From an optimization exercise on the open Yosys and OpenROAD flow, aimed at small area, a short achievable clock period and few clock cycles per item; shortcuts taken in it are not production practice.
At most, simulation tests tie the RTL to the original design; equivalence was not proved.
Function not checked in run 1: the RTL went through the layout flow alone.
No activity file was given, so power comes from the tool's default toggle rates.

==> flow/config.mk <==
export PLATFORM = sky130hd
export DESIGN_NAME = sorted_priority_queue_unit
export DESIGN_NICKNAME = sorted_priority_queue_unit
export VERILOG_FILES = /design/flow/design.v
export SDC_FILE = /design/flow/constraint.sdc
export NUM_CORES = 4
export LEC_CHECK = 0
export ABC_CLOCK_PERIOD_IN_PS = 2000
export CAP_MARGIN = 20
export CORE_MARGIN = 2
export CORE_UTILIZATION = 40
export CTS_CLUSTER_DIAMETER = 80
export CTS_CLUSTER_SIZE = 20
export SETUP_SLACK_MARGIN = 2.7
export SLEW_MARGIN = 20
export SYNTH_HIERARCHICAL = 1
==> flow/design.v <==
package spq_pkg;
    localparam int CAPACITY   = 16;
    localparam int DATA_W     = 32;
    localparam logic       REQ_INSERT = 1'b0;
    localparam logic       REQ_REMOVE = 1'b1;
    localparam logic [1:0] STAT_DONE  = 2'd0;
    localparam logic [1:0] STAT_FULL  = 2'd1;
    localparam logic [1:0] STAT_EMPTY = 2'd2;
endpackage
import spq_pkg::*;
module spq_ctrl (
    input  logic i_clk,
    input  logic i_rst_n,
    input  logic i_in_valid,
    output logic o_in_stall,
    input  logic i_out_stall,
    output logic o_out_valid,
    output logic o_a_load,      
    output logic o_a_from_b,    
    output logic o_b_load,      
    output logic o_s2_load,     
    output logic o_s2_valid,    
    output logic o_commit       
);
    logic r_va, r_vb, r_v2, r_ov;
    logic accept, commit, mv2;
    assign commit = r_v2 && (!r_ov || !i_out_stall);
    assign mv2    = r_va && (!r_v2 || commit);
    assign accept = i_in_valid && !r_vb;
    always_ff @(posedge i_clk) begin
        if (!i_rst_n) begin
            r_va <= 1'b0;
            r_vb <= 1'b0;
            r_v2 <= 1'b0;
            r_ov <= 1'b0;
        end else begin
            if (mv2 || !r_va) begin
                r_va <= r_vb || accept;
                r_vb <= 1'b0;
            end else begin
                r_vb <= r_vb || accept;
            end
            if (!r_v2 || commit) begin
                r_v2 <= r_va;
            end
            if (commit) begin
                r_ov <= 1'b1;
            end else if (!i_out_stall) begin
                r_ov <= 1'b0;
            end
        end
    end
    assign o_in_stall  = r_vb;
    assign o_out_valid = r_ov;
    assign o_a_load    = mv2 || !r_va;
    assign o_a_from_b  = r_vb;
    assign o_b_load    = !r_vb;
    assign o_s2_load   = !r_v2 || commit;
    assign o_s2_valid  = r_v2;
    assign o_commit    = commit;
endmodule
import spq_pkg::*;
module spq_datapath (
    input  logic                        i_clk,
    input  logic                        i_rst_n,
    input  logic                        i_req_type,
    input  logic signed [DATA_W-1:0]    i_value,
    input  logic                        i_a_load,
    input  logic                        i_a_from_b,
    input  logic                        i_b_load,
    input  logic                        i_s2_load,
    input  logic                        i_s2_valid,
    input  logic                        i_commit,
    output logic [1:0]                  o_status,
    output logic signed [DATA_W-1:0]    o_removed_value,
    output logic signed [DATA_W-1:0]    o_head_value,
    output logic                        o_head_valid,
    output logic [4:0]                  o_entry_count,
    output logic                        o_is_full,
    output logic                        o_is_empty
);
    logic                     r_ta, r_tb, r_t2;
    logic [DATA_W-1:0]        r_xa, r_xb, r_x2;
    logic [DATA_W-1:0]        r_xan;     
    logic [CAPACITY-1:0]      r_av2;     
    logic                     r_up2;     
    logic                     r_dn2;     
    logic                     r_ins2;    
    logic                     r_rem2;    
    logic [DATA_W-1:0]        r_entry [CAPACITY];
    logic [CAPACITY-1:0]      r_val;     
    logic [1:0]               r_status;
    logic signed [DATA_W-1:0] r_removed;
    logic [4:0]               r_count;
    logic                     r_empty;   
    logic                     full, nonempty, ins_ok, rem_ok;
    logic [CAPACITY-1:0]      av;
    logic                     b;
    logic [CAPACITY-1:0]      g;
    logic [CAPACITY-1:0]      n_val;
    function automatic logic [4:0] therm_count(input logic [CAPACITY-1:0] v);
        therm_count[4] = v[15];
        therm_count[3] = v[7] & ~v[15];
        therm_count[2] = (v[3] & ~v[7]) | (v[11] & ~v[15]);
        therm_count[1] = (v[1] & ~v[3]) | (v[5] & ~v[7]) | (v[9] & ~v[11]) | (v[13] & ~v[15]);
        therm_count[0] = (v[0] & ~v[1]) | (v[2] & ~v[3]) | (v[4] & ~v[5]) | (v[6] & ~v[7])
                       | (v[8] & ~v[9]) | (v[10] & ~v[11]) | (v[12] & ~v[13]) | (v[14] & ~v[15]);
    endfunction
    assign full     = r_val[CAPACITY-1];
    assign nonempty = r_val[0];
    assign ins_ok   = i_s2_valid && r_ins2;
    assign rem_ok   = i_s2_valid && r_rem2;
    always_ff @(posedge i_clk) begin
        if (i_b_load) begin
            r_tb <= i_req_type;
            r_xb <= i_value;
        end
        if (i_a_load) begin
            r_ta <= i_a_from_b ? r_tb : i_req_type;
            r_xa <= i_a_from_b ? r_xb : i_value;
            r_xan <= ~(i_a_from_b ? r_xb : i_value);
        end
    end
    logic [CAPACITY-1:0] ge_e;
    logic                ge_b;
    for (genvar k = 0; k < CAPACITY; k++) begin : g_cmp
        if (k % 2 == 1) begin : g_odd
            spq_ge_nr #(.W(DATA_W)) u_ge (.i_r(r_entry[k]), .i_x(r_xa), .o_ge(ge_e[k]));
        end else begin : g_even
            spq_ge_an #(.W(DATA_W)) u_ge (.i_a(r_entry[k]), .i_nb(r_xan), .o_ge(ge_e[k]));
        end
    end
    spq_ge_an #(.W(DATA_W)) u_ge_b (.i_a(r_x2), .i_nb(r_xan), .o_ge(ge_b));
    assign av = r_val & ge_e;
    always_ff @(posedge i_clk) begin
        if (i_s2_load) begin
            r_t2   <= r_ta;
            r_x2   <= r_xa;
            r_av2  <= av;
            r_up2  <= ins_ok && ge_b;
            r_dn2  <= rem_ok;
            r_ins2 <= (r_ta == REQ_INSERT) && !(i_commit ? n_val[CAPACITY-1] : full);
            r_rem2 <= (r_ta == REQ_REMOVE) && (i_commit ? n_val[0] : nonempty);
        end
    end
    always_comb begin
        for (int k = 0; k < CAPACITY; k++) begin
            if (r_up2) begin
                g[k] = (k == 0) ? 1'b1 : r_av2[(k == 0) ? 0 : k - 1];
            end else if (r_dn2) begin
                g[k] = (k == CAPACITY - 1) ? 1'b0 : r_av2[(k == CAPACITY - 1) ? k : k + 1];
            end else begin
                g[k] = r_av2[k];
            end
        end
    end
    always_comb begin
        n_val = r_val;
        if (ins_ok) begin
            n_val = {r_val[CAPACITY-2:0], 1'b1};
        end else if (rem_ok) begin
            n_val = {1'b0, r_val[CAPACITY-1:1]};
        end
    end
    logic [CAPACITY-1:0] en, s_prev, s_x, s_next;
    always_comb begin
        for (int k = 0; k < CAPACITY; k++) begin
            s_x[k]    = (r_t2 == REQ_INSERT) && !g[k] && ((k == 0) || g[(k == 0) ? 0 : k - 1]);
            s_prev[k] = (r_t2 == REQ_INSERT) && !g[k] && (k != 0) && !g[(k == 0) ? 0 : k - 1];
            s_next[k] = (r_t2 == REQ_REMOVE) && (k != CAPACITY - 1);
            en[k]     = i_commit && ((ins_ok && !g[k]) || (rem_ok && (k != CAPACITY - 1)));
        end
    end
    always_ff @(posedge i_clk) begin
        if (!i_rst_n) begin
            r_entry[0] <= '0;
        end else if (en[0]) begin
            r_entry[0] <= ({DATA_W{s_x[0]}} & r_x2)
                        | ({DATA_W{s_next[0] && r_val[1]}} & ~r_entry[1]);
        end
    end
    logic [DATA_W-1:0] d_entry [CAPACITY];
    assign d_entry[0] = '0;
    logic [DATA_W-1:0] x2n;
    spq_not #(.W(DATA_W)) u_x2n (.i_a(r_x2), .o_y(x2n));
    for (genvar k = 1; k < CAPACITY; k++) begin : g_row
        logic [DATA_W-1:0] x_pol;
        assign x_pol = (k % 2 == 1) ? r_x2 : x2n;
        spq_aoi_row #(.W(DATA_W)) u_row (
            .i_sa (s_prev[k]),
            .i_a  (r_entry[k - 1]),
            .i_sb (s_x[k]),
            .i_b  (x_pol),
            .i_sc (s_next[k]),
            .i_c  (r_entry[(k == CAPACITY - 1) ? k : k + 1]),
            .o_y  (d_entry[k])
        );
    end
    always_ff @(posedge i_clk) begin
        for (int k = 1; k < CAPACITY; k++) begin
            if (en[k]) begin
                r_entry[k] <= d_entry[k];
            end
        end
    end
    always_ff @(posedge i_clk) begin
        if (i_commit) begin
            r_status  <= (r_t2 == REQ_INSERT) ? (full ? STAT_FULL : STAT_DONE)
                                              : (nonempty ? STAT_DONE : STAT_EMPTY);
            r_removed <= (r_t2 == REQ_REMOVE) ? r_entry[0] : '0;
        end
    end
    always_ff @(posedge i_clk) begin
        if (!i_rst_n) begin
            r_val   <= '0;
            r_count <= '0;
            r_empty <= 1'b1;
        end else if (i_commit) begin
            r_val   <= n_val;
            r_count <= therm_count(n_val);
            r_empty <= !n_val[0];
        end
    end
    assign o_status        = r_status;
    assign o_removed_value = r_removed;
    assign o_head_valid    = r_val[0];
    assign o_head_value    = r_entry[0];
    assign o_is_full       = r_val[CAPACITY-1];
    assign o_is_empty      = r_empty;
    assign o_entry_count   = r_count;
endmodule
module spq_aoi_row #(
    parameter int W = 32
) (
    input  logic         i_sa,
    input  logic [W-1:0] i_a,
    input  logic         i_sb,
    input  logic [W-1:0] i_b,
    input  logic         i_sc,
    input  logic [W-1:0] i_c,
    output logic [W-1:0] o_y
);
    assign o_y = ~(({W{i_sa}} & i_a) | ({W{i_sb}} & i_b) | ({W{i_sc}} & i_c));
endmodule
module spq_not #(
    parameter int W = 32
) (
    input  logic [W-1:0] i_a,
    output logic [W-1:0] o_y
);
    assign o_y = ~i_a;
endmodule
module spq_ge_an #(
    parameter int W = 32
) (
    input  logic [W-1:0] i_a,
    input  logic [W-1:0] i_nb,
    output logic         o_ge
);
    logic [W-1:0] ua, unb;
    logic [W:0]   c;
    assign ua  = {~i_a[W-1], i_a[W-2:0]};
    assign unb = {~i_nb[W-1], i_nb[W-2:0]};
    assign c[0] = 1'b1;
    for (genvar i = 0; i < W; i++) begin : g_bit
        assign c[i+1] = (ua[i] & unb[i]) | (ua[i] & c[i]) | (unb[i] & c[i]);
    end
    assign o_ge = c[W];
endmodule
module spq_ge_nr #(
    parameter int W = 32
) (
    input  logic [W-1:0] i_r,
    input  logic [W-1:0] i_x,
    output logic         o_ge
);
    logic [W-1:0] ur, ux;
    logic [W:0]   c;
    assign ur = {~i_r[W-1], i_r[W-2:0]};
    assign ux = {~i_x[W-1], i_x[W-2:0]};
    assign c[0] = 1'b0;
    for (genvar i = 0; i < W; i++) begin : g_bit
        assign c[i+1] = (ur[i] & ux[i]) | (ur[i] & c[i]) | (ux[i] & c[i]);
    end
    assign o_ge = ~c[W];
endmodule
import spq_pkg::*;
module sorted_priority_queue_unit (
    input  logic               i_clk,
    input  logic               i_rst_n,
    input  logic               i_in_valid,
    output logic               o_in_stall,
    input  logic               i_req_type,
    input  logic signed [31:0] i_value,
    output logic               o_out_valid,
    input  logic               i_out_stall,
    output logic [1:0]         o_status,
    output logic signed [31:0] o_removed_value,
    output logic signed [31:0] o_head_value,
    output logic               o_head_valid,
    output logic [4:0]         o_entry_count,
    output logic               o_is_full,
    output logic               o_is_empty
);
    logic a_load, a_from_b, b_load, s2_load, s2_valid, commit;
    spq_ctrl u_ctrl (
        .i_clk       (i_clk),
        .i_rst_n     (i_rst_n),
        .i_in_valid  (i_in_valid),
        .o_in_stall  (o_in_stall),
        .i_out_stall (i_out_stall),
        .o_out_valid (o_out_valid),
        .o_a_load    (a_load),
        .o_a_from_b  (a_from_b),
        .o_b_load    (b_load),
        .o_s2_load   (s2_load),
        .o_s2_valid  (s2_valid),
        .o_commit    (commit)
    );
    spq_datapath u_datapath (
        .i_clk           (i_clk),
        .i_rst_n         (i_rst_n),
        .i_req_type      (i_req_type),
        .i_value         (i_value),
        .i_a_load        (a_load),
        .i_a_from_b      (a_from_b),
        .i_b_load        (b_load),
        .i_s2_load       (s2_load),
        .i_s2_valid      (s2_valid),
        .i_commit        (commit),
        .o_status        (o_status),
        .o_removed_value (o_removed_value),
        .o_head_value    (o_head_value),
        .o_head_valid    (o_head_valid),
        .o_entry_count   (o_entry_count),
        .o_is_full       (o_is_full),
        .o_is_empty      (o_is_empty)
    );
endmodule
==> flow/run.sh <==
#!/bin/bash
# synth_recipe.tcl (not shown) runs the flow's synth.tcl, then flattens the netlist and writes it again
# the make line also repeats each setting of config.mk as NAME=value (left out here)
make -C /OpenROAD-flow-scripts/flow DESIGN_CONFIG=/design/flow/config.mk WORK_HOME=/design/flow/orfs CLKGATE_MAP_FILE= SYNTH_SCRIPT=/design/flow/synth_recipe.tcl finish
==> flow/constraint.sdc <==
create_clock -name core_clock -period 5.0 [get_ports {i_clk}]
set_input_delay 1.0000 -clock core_clock [delete_from_list [all_inputs] [get_ports {i_clk}]]
set_output_delay 1.0000 -clock core_clock [all_outputs]
set_load 0.01 [all_outputs]
==> results of run 1 <==
through the flow:
| stage | std cells | util (%) | total power [W] |
|---|---|---|---|
| after floorplan | 3124 | - | 0.00771 |
| after global placement | 4429 | 42.8 | 0.00811 |
| after detailed placement | 4430 | 42.8 | 0.00813 |
| after CTS | 4716 | 47.0 | 0.0125 |
| after global routing | 4752 | 47.5 | 0.0130 |
| final | 4752 | 47.5 | 0.0126 |
logic make-up (layout without fill, tap and decap cells):
group / Yosys count / count (layout) / synth area share [%]
AO/OA/AOI/OAI: 1450 / 1459 / 30.4
flip-flops: 722 / 722 / 54.4
AND/OR/NAND/NOR: 555 / 563 / 7.34
buffers and inverters: 264 / 599 / 4.60
adder cells (fa/ha/maj): 68 / 68 / 1.80
multiplexers: 60 / 60 / 1.55
other: 1 / 5 / 0.00965
modules after synthesis (local to each module, per instance), a selection:
module	area, sq um	flip-flops and latches	times used
spq_datapath	24200	718	1
spq_ctrl	163	4	1
sequential cells by signal, indices dropped and copies added (netlist names), 2 cells and up:
name                  flops
u_datapath.r_count        5
u_datapath.r_xan         32
u_datapath.r_val         15
u_datapath.r_xb          32
u_datapath.r_removed     32
u_datapath.r_av2         16
u_datapath.r_entry      512
u_datapath.r_x2          32
u_datapath.r_xa          32
u_datapath.r_status       2
Yosys cell counts (10+ instances only):
cell type  count
a31oi_1       36
and2_1        93
inv_1         82
o221ai_1      26
buf_2         56
a211oi_1      59
maj3_1        52
or2_0         18
o31ai_1       26
nor3_1        51
clkbuf_1      21
a222oi_1     485
dfxtp_1       57
a22oi_1      118
a21boi_1      10
nand2_1       73
o32ai_1       17
or2_1         16
a221oi_2      18
a211oi_2      28
buf_6         94
a211o_1       19
o21ai_0      136
nor2_1       185
edfxtp_1     665
nand2b_1      10
o211ai_1      37
a22o_1        35
o22a_1        27
nand3_1       29
maj3_2        16
nor2b_1       20
mux2i_1       59
o22ai_1      161
a21oi_1      151
worst max-delay path, stage by stage, from the launching register on:
cell	delay, ns
edfxtp_1	0.96
buf_4	0.33
o22a_1	0.16
o221ai_1	0.11
a31o_1	0.23
a31oi_1	0.20
and2_1	0.16
report_power, final:
part           total, W  internal (W)  switching [W]
Sequential      0.00676       0.00665       0.000114
Combinational   0.00149      0.000579       0.000908
Clock           0.00435       0.00206        0.00229
per-layer routing:
layer	track usage, %	routed length [um]
met4	7.11	3490
met2	40.8	60900
met3	4.67	17000
met5	0	0
met1	37.9	54700
final timing paths:
kind	endpoint	slack, ns	cells after the start
max	u_datapath.r_av2[14]$_DFFE_PP_	2.69	6
min	u_datapath.r_empty$_SDFFE_PN1P_	0.48	2
max reg2reg	u_datapath.r_av2[14]$_DFFE_PP_	2.69	6
min reg2reg	u_datapath.r_empty$_SDFFE_PN1P_	0.48	2
layout make-up:
| class | count | share of cell area [%] |
|---|---|---|
| Sequential cell | 722 | 46.3 |
| Multi-Input combinational cell | 2155 | 36.6 |
| Timing Repair Buffer | 430 | 9.47 |
| Tap cell | 1276 | 3.48 |
| Clock buffer | 65 | 2.94 |
| Inverter | 83 | 0.680 |
| Clock inverter | 21 | 0.513 |
what timing repair did:
action	in CTS	in global routing
hold buffers	0	0
gates cloned	16	2
pin swaps	14	13
resized for setup	331	63
setup endpoints to repair	1252	624
buffers inserted	184	33
hold endpoints to repair	0	0
==> metrics.yaml, run 1 <==
status: "timing/DRC/antenna clean"
critPathRequiredTime_ns: 5.51
syn_inst: 3120
startpoint: "u_datapath.r_xan[18]$_DFFE_PP_"
synth-main-ff-cell: "edfxtp_1"
cp-start-kind: "register"
diodes: 0
clk_latency_ns: 0.67
grt.total_usage_pct: 26.3
max_slew_margin_pct: 37.0
yosys_warnings: 12
cts_max_path_buffers: 3
nNetsFinal: 3477
dieArea_sq_um: 99600
numCtsBuffers: 48
vias_per_cell: 6.96
netlist_area_sq_um: 38800
hold_class: "reg2reg"
row_count: 114
fin_ws_ns: 2.69
dr.pass1.iters: 13
grt_pass1_vias: 31336
skew_ns: 0.0503
hold_viol: 0
design_area_sq_um: 45800
maxCapViolCount: 0
port_buffers: 112
worstMarginPinSlew_ns: 0.945
finalSetupViolations: 0
p_per_area_nw_per_um2: 275
first_iter_violations: 6557
initial_utilization_pct: 40.3
ant_nets: 0
clock-sinks: 722
htree_levels: 2
dpl.hpwl_um: 94400
fp.dieH_um: 316
clock-root-buffer: "clkbuf_16"
hold_ws_ns: 0.481
leakagePower_nw: 14.9
synth.largest_area_cell: "edfxtp_1"
cp-end-kind: "register"
period_needed_ns: 2.31
synth.avg_cell_area_sq_um: 12.4
multi_input_area_sq_um: 16800
min_period_over_period_pct: 46.3
synth_area_leaders: "edfxtp_1 (51%), a222oi_1 (12%), dfxtp_1 (2.9%)"
synth_top_area_share_pct: 51.4
crit_type: "reg2reg"
area_growth_pct: 18.0
fmaxAchievable_mhz: 432
grt_max_degree: 193
antenna_found_initial: 4
placed_area_sq_um: 41300
core_area_sq_um: 96400
rsz0062_at_grt: "yes"
cts_tree: "yes"
worstHoldStart: "u_datapath.r_empty$_SDFFE_PN1P_"
fin_setup_tns_ns: 0
drc: 0
drive_above_1_share_pct: 19.9
drt-wirelength-per-cell_um: 28.6
pre_cts_slack_ns: 1.25
die_w_um: 316
cp_max_fo: 12
routed_wl_um: 136000
slew_violations: 0
clk_pin_slew_ns: 0.08
cp.arrival_ns: 2.82
synth_edf_count: 665
n_fill_cell: 8757
ys_ff_latch: 722
seq_area_sq_um: 21200
async_reset_ff_share_pct: 0
final_cell_mix: "edfxtp_1 (665), a222oi_1 (485), buf_4 (228)"
vdd_ir_drop_max_mv: 0.248
gp_congestion: 0.882
vias: 33089
worstReg2RegStart: "u_datapath.r_xan[18]$_DFFE_PP_"
grt_overflow: 0
layout_commonest_cell: "edfxtp_1"
ys_seq_area_share_pct: 54.4
grt_pass1_wl_um: 198000
io-pin-count: 113
yosys.cell_types.count: 66
==> inputs of run 2 (changes only) <==
--- a/flow/design.v
+++ b/flow/design.v
@@ -165,10 +165,10 @@
     logic [CAPACITY-1:0] en, s_prev, s_x, s_next;
     always_comb begin
         for (int k = 0; k < CAPACITY; k++) begin
-            s_x[k]    = (r_t2 == REQ_INSERT) && !g[k] && ((k == 0) || g[(k == 0) ? 0 : k - 1]);
-            s_prev[k] = (r_t2 == REQ_INSERT) && !g[k] && (k != 0) && !g[(k == 0) ? 0 : k - 1];
-            s_next[k] = (r_t2 == REQ_REMOVE) && (k != CAPACITY - 1);
-            en[k]     = i_commit && ((ins_ok && !g[k]) || (rem_ok && (k != CAPACITY - 1)));
+            s_x[k]    = ins_ok && !g[k] && ((k == 0) || g[(k == 0) ? 0 : k - 1]);
+            s_prev[k] = ins_ok && !g[k] && (k != 0) && !g[(k == 0) ? 0 : k - 1];
+            s_next[k] = rem_ok && (k != CAPACITY - 1);
+            en[k]     = i_commit && ((ins_ok && !g[k]) || s_next[k]);
         end
     end
     always_ff @(posedge i_clk) begin
==> flow/flow/run.sh (new file) <==
#!/bin/bash
# Own layout flow: the standard layout (standard.sh, unchanged synthesis,
# floorplan, power grid and routing) with two layout choices changed:
#  - the port buffers are sky130_fd_sc_hd__buf_4 instead of the delay cells
#    that buffer_ports picks by default (every port still gets a buffer);
#  - clock tree synthesis runs without dummy loads.
# The make output goes to flow_make.log; each ORFS step keeps its own log
# under orfs/logs/.
set -euo pipefail
cd "$(dirname "$0")/.."
export BUFFER_PORTS_ARGS="-buffer_cell sky130_fd_sc_hd__buf_4"
export CTS_ARGS="-sink_clustering_enable -repair_clock_nets -dont_use_dummy_load"
bash standard.sh > flow_make.log 2>&1
==> flow/standard.sh (new file) <==
#!/bin/bash
# synth_recipe.tcl (not shown) runs the flow's synth.tcl, then flattens the netlist and writes it again
# the make line also repeats each setting of config.mk as NAME=value (left out here)
make -C /OpenROAD-flow-scripts/flow DESIGN_CONFIG=/design/flow/config.mk WORK_HOME=/design/flow/orfs CLKGATE_MAP_FILE= SYNTH_SCRIPT=/design/flow/synth_recipe.tcl "${@:-finish}"
--- a/flow/config.mk
+++ b/flow/config.mk
@@ -9,8 +9,6 @@
 export CAP_MARGIN = 20
 export CORE_MARGIN = 2
 export CORE_UTILIZATION = 40
-export CTS_CLUSTER_DIAMETER = 80
-export CTS_CLUSTER_SIZE = 20
 export SETUP_SLACK_MARGIN = 2.7
 export SLEW_MARGIN = 20
 export SYNTH_HIERARCHICAL = 1
removed: flow/run.sh
==> run 2 against run 1 <==
Compared with the run above:
- first-iteration DRC count grew 9.1%
- count of clock-buffer cells in the layout grew 16
- non-clock buffer count shrank 52
- synthesized area shrank 0.15%
- sequential cell count is the same
- sequential share of layout area shrank 0.53 points
- wire length grew 4.0%
- critical path depth is the same
- critical path type unchanged
==> metrics.yaml, run 2 <==
antenna_found_initial: 1  # -3
n_fill_cell: 8676  # -0.92%
ys_seq_area_share_pct: 54.4  # +0.081 points
rsz0062_at_grt: "yes"
multi_input_area_sq_um: 17000  # +1.3%
drc: 0  # unchanged
cp-start-kind: "register"
hold_viol: 0  # unchanged
finalSetupViolations: 0  # unchanged
yosys.cell_types.count: 64  # -3.0%
power_w: 0.0131  # +3.9%
syn_inst: 3111  # -0.29%
rr_worst_depth: 6  # unchanged
synth_top_area_share_pct: 51.5  # +0.076 points
cts_max_path_buffers: 3  # unchanged
clock-sinks: 722  # unchanged
drt-wirelength-per-cell_um: 30.2  # +5.3%
largest_reg_flops: 512  # unchanged
grt_pass1_wl_um: 202000  # +2.1%
vdd_ir_drop_max_mv: 0.212  # -15%
r2r-end: "u_datapath.r_count[0]$_SDFFE_PN0P_"
ant_nets: 0  # unchanged
grt_overflow: 0  # unchanged
fp.dieH_um: 315  # about the same
routed_wl_um: 141000  # +4.0%
first_iter_violations: 7153  # +9.1%
grt.total_usage_pct: 27.0  # +0.69 points
pre_cts_slack_ns: 1.49  # +0.245 ns
dpl.hpwl_um: 95300  # +0.98%
grt_max_degree: 99  # -49%
clock-root-buffer: "clkbuf_16"
drive_above_1_share_pct: 22.4  # +2.6 points
seq_area_sq_um: 21200  # -0.42%
hold_ws_ns: 0.486  # +0.00494 ns
cp_max_fo: 12  # unchanged
area_growth_pct: 19.1
skew_ns: 0.0628  # +0.0125 ns
io-pin-count: 113  # unchanged
slew_violations: 0  # unchanged
min_period_over_period_pct: 47.9  # +1.6 points
hold_depth: 0  # -2
synth.avg_cell_area_sq_um: 12.5  # +0.14%
p_per_area_nw_per_um2: 283  # +3.2%
ff2ff_setup_slack_ns: 2.61  # -0.08 ns
synth_most_common_cell: "edfxtp_1"
numCtsBuffers: 81  # +69%
hold_class: "reg2reg"
postLayoutCoreUtil_pct: 47.9  # +0.35 points
fmaxAchievable_mhz: 418  # -3.4%
grt_pass1_vias: 32093  # +2.4%
ys_ff_latch: 722  # unchanged
netlist_area_sq_um: 38800  # -0.15%
gp_congestion: 0.931  # +5.6%
async_reset_ff_share_pct: 0  # unchanged
layout_commonest_cell: "edfxtp_1"
cp-end-kind: "register"
core_area_sq_um: 96400  # unchanged
yosys_warnings: 12  # unchanged
crit_type: "reg2reg"
synth_common_cells: "edfxtp_1 (665), a222oi_1 (480), nor2_1 (183), a21oi_1 (174), o22ai_1 (164)"
synth_edf_count: 665  # unchanged
startpoint: "u_datapath.r_ins2$_DFFE_PP_"
worstReg2RegStart: "u_datapath.r_ins2$_DFFE_PP_"
synth.largest_area_cell: "edfxtp_1"
worstMarginPinSlew_ns: 0.929  # -0.0153 ns
die_w_um: 315  # about the same
row_count: 114  # unchanged
cp.arrival_ns: 2.87  # +0.05 ns
clk_latency_ns: 0.66  # about the same
vias_per_cell: 7.18  # +3.1%
vias: 33679  # +1.8%
synth_area_leaders: "edfxtp_1 (51%), a222oi_1 (12%), dfxtp_1 (2.9%)"
dieArea_sq_um: 99500  # -0.15%
min_to: "u_datapath.r_t2$_DFFE_PP_"
fin_setup_tns_ns: 0  # unchanged
cts_tree: "yes"
clk_pin_slew_ns: 0.05  # -0.03 ns
cts_hold_buf: 0  # unchanged
htree_levels: 3  # +1
final_cell_mix: "edfxtp_1 (665), a222oi_1 (480), buf_4 (266)"
fin_ws_ns: 2.61  # -0.0818 ns
leakagePower_nw: 14.0  # -5.9%
critPathRequiredTime_ns: 5.48  # -0.03 ns
port_buffers: 112  # unchanged
top_register: "u_datapath.r_entry"
initial_utilization_pct: 40.2  # -0.060 points
status: "timing/DRC/antenna clean"
period_needed_ns: 2.39  # +0.0818 ns
max_slew_margin_pct: 38.1  # +1.0 points
worstHoldStart: "u_datapath.r_ta$_DFFE_PP_"
maxCapViolCount: 0  # unchanged
synth-main-ff-cell: "edfxtp_1"
dr.pass1.iters: 12  # -1
nNetsFinal: 3453  # -0.69%
run 2: timing repair:
item / CTS / global route
buffers inserted: 155 / 46
pin swaps: 20 / 7
resized for setup: 136 / 53
endpoints found under the setup margin: 1080 / 704
gates cloned: 24 / 6
run 2: per-stage QoR:
stage          instances  area [sq um]
2_1_floorplan       3115         39400
3_3_place_gp        4378         40700
3_5_place_dp        4378         40700
4_1_cts             4638         45300
5_1_grt             4690         46200
6_report            4691         46200
run 2: how the worst max path moves through the flow:
stage | endpoint | slack, ns
floorplan | u_datapath.r_entry[1][0]$_DFFE_PP_ | 1.67
global placement | u_datapath.r_entry[1][30]$_DFFE_PP_ | 1.57
detailed placement | u_datapath.r_entry[1][6]$_DFFE_PP_ | 1.49
CTS | u_datapath.r_entry[3][26]$_DFFE_PP_ | 2.70
global route | u_datapath.r_count[0]$_SDFFE_PN0P_ | 2.60
finish | u_datapath.r_count[0]$_SDFFE_PN0P_ | 2.61
run 2: critical path, stage by stage, from the launching register on:
cell,delay [ns]
edfxtp_1,0.58
buf_4,0.26
o21a_2,0.28
o221a_2,0.28
a211oi_1,0.06
a2111oi_1,0.61
a31oi_1,0.18
run 2: cell families after synthesis:
logic type / after synthesis / synth area share, %
AO/OA/AOI/OAI: 1454 / 30.5
flip-flops: 722 / 54.4
AND/OR/NAND/NOR: 550 / 7.28
buffers and inverters: 258 / 4.52
adder cells (fa/ha/maj): 68 / 1.81
multiplexers: 58 / 1.50
other: 1 / 0.00967
run 2: layer usage:
metal	wire (um)	GRT usage, %	up-vias
met5	28	0	-
met1	57100	38.7	16700
met3	17500	5.35	250
met4	4790	9.35	4
li1	-	-	14471
met2	62000	40.8	2254
run 2: area by class of cell:
class	instances	share of cell area, %
Inverter	76	0.637
Timing Repair Buffer	378	8.92
Clock buffer	81	4.39
Antenna cell	1	0.00542
Tap cell	1276	3.46
Sequential cell	722	45.8
Multi-Input combinational cell	2157	36.8
run 2: report_power, final:
part           internal [W]  total (W)  leakage [nW]  switching, W
Clock               0.00283    0.00513         0.998       0.00230
Combinational      0.000466    0.00120          6.54      0.000734
Sequential          0.00663    0.00676          6.48      0.000128
run 2: per-module statistics from Yosys, one instance, submodules excluded, excerpt:
module,cells,flip-flops and latches,cell area [sq um]
spq_ctrl,16,4,163
spq_datapath,1242,718,24200
Testbench counts of run 2, summed over its fixed seeds: cycles 16,024, items 16,000.

==> afterwards: timing with drivers on the ports <==
The results above use ideal ports. As a check the final layouts listed here were re-extracted and re-timed, cells and wires unchanged.
Step 1 (the two cells are an assumption about what drives the block):
set clk [get_ports {i_clk}]
set_driving_cell -lib_cell sky130_fd_sc_hd__clkbuf_16 $clk
set_driving_cell -lib_cell sky130_fd_sc_hd__buf_2 [delete_from_list [all_inputs] $clk]
Step 2 adds t to the input delays and takes it off the output delays; t is the mean of the earliest and latest rising clock arrival at the registers after step 1. Input paths then give back, and output paths get back, about the clock's delay inside the block.
a / b / c = ideal ports / drivers / drivers and shift; a / b = the first two.
run | shift t [ns] | slack for setup (ns) | worst setup path after step 2
run 1 | 0.716 | 2.687 / 2.667 / 2.178 | input to register
run 2 | 0.694 | 2.606 / 2.606 / 2.207 | input to register
After both steps every run listed still meets setup and hold. The setup slack of run 1, which loses most, moves by -0.020 ns with the drivers and by -0.509 ns with both steps.
